Source: an optimization exercise on an open RTL-to-GDS flow (aim: small area and a short achievable clock period). Production flows keep margins and buffers that such runs may drop.
Function was checked by simulation only, so behaviour that the tests miss may differ from the original.
The clock port is modelled as an ideal driver; clocking choices that lean on that would not hold on a real chip.
Power is estimated from default activity; no workload was simulated.

## old
==> flow/design.v (excerpt) <==
module mem_responder #(
  parameter int AW = 8,
  parameter int DW = 8
) (
  input  logic          clk,
  input  logic          rst,
  input  logic          rom_ena,
  input  logic          rom_read,
  input  logic          ram_ena,
  input  logic          ram_read,
  input  logic          ram_write,
  input  logic          ad_sel,
  input  logic          PC_en,
  input  logic          pc_in,
  input  logic [1:0]    fetch,
  input  logic [DW-1:0] rom_data,
  input  logic [DW-1:0] wr_data,
  input  logic          err_clr,
  output logic [AW-1:0] rom_addr,
  output logic [3:0]    ins,
  output logic [AW-1:0] pc,
  output logic [DW-1:0] rd_data,
  output logic          rd_valid,
  output logic [2:0]    err
);
Size in the first run: roughly 2100 flip-flops, roughly 61 I/O pins, about 86000 um2 of cells after synthesis.
export LEC_CHECK = 0
export CAP_MARGIN = 20
export CORE_MARGIN = 2
export CORE_UTILIZATION = 68
export PLACE_DENSITY = 0.78
export SETUP_SLACK_MARGIN = 2.65
export SLEW_MARGIN = 20
export SYNTH_HIERARCHICAL = 1
export TNS_END_PERCENT = 0
create_clock -name core_clock -period 5.0 [get_ports {clk}]
standard.sh (not shown) runs the stock make flow with config.mk's settings and CLKGATE_MAP_FILE= SYNTH_SCRIPT=/design/flow/synth_recipe.tcl, a recipe that flattens the netlist after the stock synthesis.
==> flow/flow/run.sh <==
#!/bin/bash
# Layout flow: the standard ORFS flow (standard.sh, unchanged synthesis)
# with these changes:
#  - repair may swap a cell for one of another footprint (MATCH_CELL_FOOTPRINT=0),
#  - ports are buffered with buf_4 instead of the resizer's default pick,
#  - CTS uses clkbuf_16 only, clusters of up to 30 sinks within 80 um, and
#    no dummy loads,
#  - after floorplan, combinational cells that synthesis upsized against its
#    own load model are set back to drive 1 (post_fp.tcl); placement and
#    timing repair upsize them again where the placed loads need it,
#  - after CTS, the predecoded RAM address registers get their clock one
#    buffer level earlier, a useful skew for the RAM's internal read and
#    write paths (post_cts.tcl), followed by another timing repair.
# make's full output goes to flow_make.log; ORFS's per-step logs stay under
# orfs/logs/.
set -euo pipefail
W=$(cd "$(dirname "$0")/.." && pwd)
cd "$W"
bash standard.sh \
  MATCH_CELL_FOOTPRINT=0 \
  "BUFFER_PORTS_ARGS=-buffer_cell sky130_fd_sc_hd__buf_4" \
  POST_FLOORPLAN_TCL="$W/flow/post_fp.tcl" \
  POST_CTS_TCL="$W/flow/post_cts.tcl" \
  "CTS_ARGS=-sink_clustering_enable -repair_clock_nets -sink_clustering_size 30 -sink_clustering_max_diameter 80 -buf_list sky130_fd_sc_hd__clkbuf_16 -dont_use_dummy_load" \
  finish > "$W/flow_make.log" 2>&1
==> flow/flow/post_cts.tcl <==
# Useful skew for the RAM's read and write paths: the predecoded address
# registers (u_lo, u_hi) launch every path into the RAM words and
# the read data register, and feed nothing else; their own inputs come from
# input ports. Each group gets its own clkbuf_16 tapped from the clock
# root's net, so their clock arrives one buffer level earlier than the rest.
# Then placement is legalized and timing repaired again.
set block [ord::get_db_block]
set root_net ""
foreach inst [$block getInsts] {
  if {[$inst getName] eq "clkbuf_0_clk"} {
    set root_net [[$inst findITerm X] getNet]
  }
}
if {$root_net eq ""} { error "post_cts: clock root buffer not found" }
set master [[ord::get_db] findMaster sky130_fd_sc_hd__clkbuf_16]
foreach grp {u_lo u_hi} {
  set flops {}
  foreach inst [$block getInsts] {
    if {[string match "${grp}.r*" [$inst getName]] && [[$inst getMaster] isSequential]} {
      lappend flops $inst
    }
  }
  if {[llength $flops] == 0} { error "post_cts: no registers in $grp" }
  set sx 0; set sy 0
  foreach f $flops { set bb [$f getBBox]; set sx [expr {$sx + [$bb xMin]}]; set sy [expr {$sy + [$bb yMin]}] }
  set cx [expr {int($sx / [llength $flops])}]
  set cy [expr {int($sy / [llength $flops])}]
  set buf [odb::dbInst_create $block $master "clkbuf_early_${grp}"]
  set net [odb::dbNet_create $block "clknet_early_${grp}"]
  $net setSigType CLOCK
  [$buf findITerm A] connect $root_net
  [$buf findITerm X] connect $net
  foreach it [$buf getITerms] {
    if {[[$it getMTerm] getSigType] eq "POWER"} { $it connect [$block findNet VDD] }
    if {[[$it getMTerm] getSigType] eq "GROUND"} { $it connect [$block findNet VSS] }
  }
  foreach f $flops {
    set it [$f findITerm CLK]
    $it disconnect
    $it connect $net
  }
  $buf setLocation $cx $cy
  $buf setPlacementStatus PLACED
  puts "post_cts: [llength $flops] registers of $grp on clknet_early_${grp}"
}
detailed_placement
estimate_parasitics -placement
repair_timing_helper
detailed_placement
check_placement -verbose
Other scripts of this flow, unchanged in this note and not shown: flow/flow/post_fp.tcl
old was carried through to the last stage, and its layout satisfied the timing, DRC and antenna checks.
Input changes introduced in new (baseline for comparison: old):
-- flow/flow/post_cts.tcl --
<<< old, line 4
# input ports. Each group gets its own clkbuf_16 tapped from the clock
# root's net, so their clock arrives one buffer level earlier than the rest.
>>> new, line 4
# input ports. Each group gets its own clkbuf_16 driven straight from the
# clock port (which then feeds 3 cells: the tree's root buffer and these
# two), so their clock arrives two buffer levels earlier than the rest.
<<< old, line 8
set root_net ""
foreach inst [$block getInsts] {
  if {[$inst getName] eq "clkbuf_0_clk"} {
    set root_net [[$inst findITerm X] getNet]
  }
}
if {$root_net eq ""} { error "post_cts: clock root buffer not found" }
>>> new, line 9
set root_net [$block findNet clk]
if {$root_net eq "NULL" || $root_net eq ""} { error "post_cts: clock port net not found" }
Notes after the runs:
new: done, clean on timing, DRC and antenna
old -> new: number of distinct library cell variants in the gate-level netlist after synthesis delta 0, exact match
new and old ended up with nearly the same final standard cell count with taps included and fillers excluded.
new against old: net switching power figure now smaller, relative contribution of sequential cells to total power held steady, power shows no meaningful change.
On ratio of final minimum period to clock period, the lower figure sits with old, not new.
Critical path depth in cells for new: 3 down relative to old
new: maximum frequency is 5.4 MHz lower than what old reported.
Diff old -> new | via count | up slightly

[afterwards: timing with drivers on the ports]
The flow's constraints put no driver on any port. The routed layouts listed below were extracted and timed again, unchanged, in two steps.
Step 1 sets driving cells, clkbuf_16 on the clock port and buf_2 on the other inputs (assumed; they add their load-dependent delay and slew).
Step 2, shift: input delay + t, output delay - t, t = (earliest + latest rising clock arrival at the registers) / 2. This alone moves slack from input paths to output paths.
a / b / c = ideal / step 1 / step 2; a / b = the first two.
run | shift t [ns] | slack for setup (ns) | worst setup path after step 2 | clock arrival spread, ns | cell pins on the clock port's net
old | 0.685 | 2.530 / 2.280 / 1.825 | input to register | 0.314 / 0.314 | 1
new | 0.541 | 2.496 / 2.431 / 2.093 | input to register | 0.592 / 0.592 | 3
In old and new the clock reaches the registers at very different times; t lies between them, and the last value is a rough guide only. For old, which loses most, drivers alone change the setup slack by -0.250 ns; drivers and shift together by -0.705 ns.
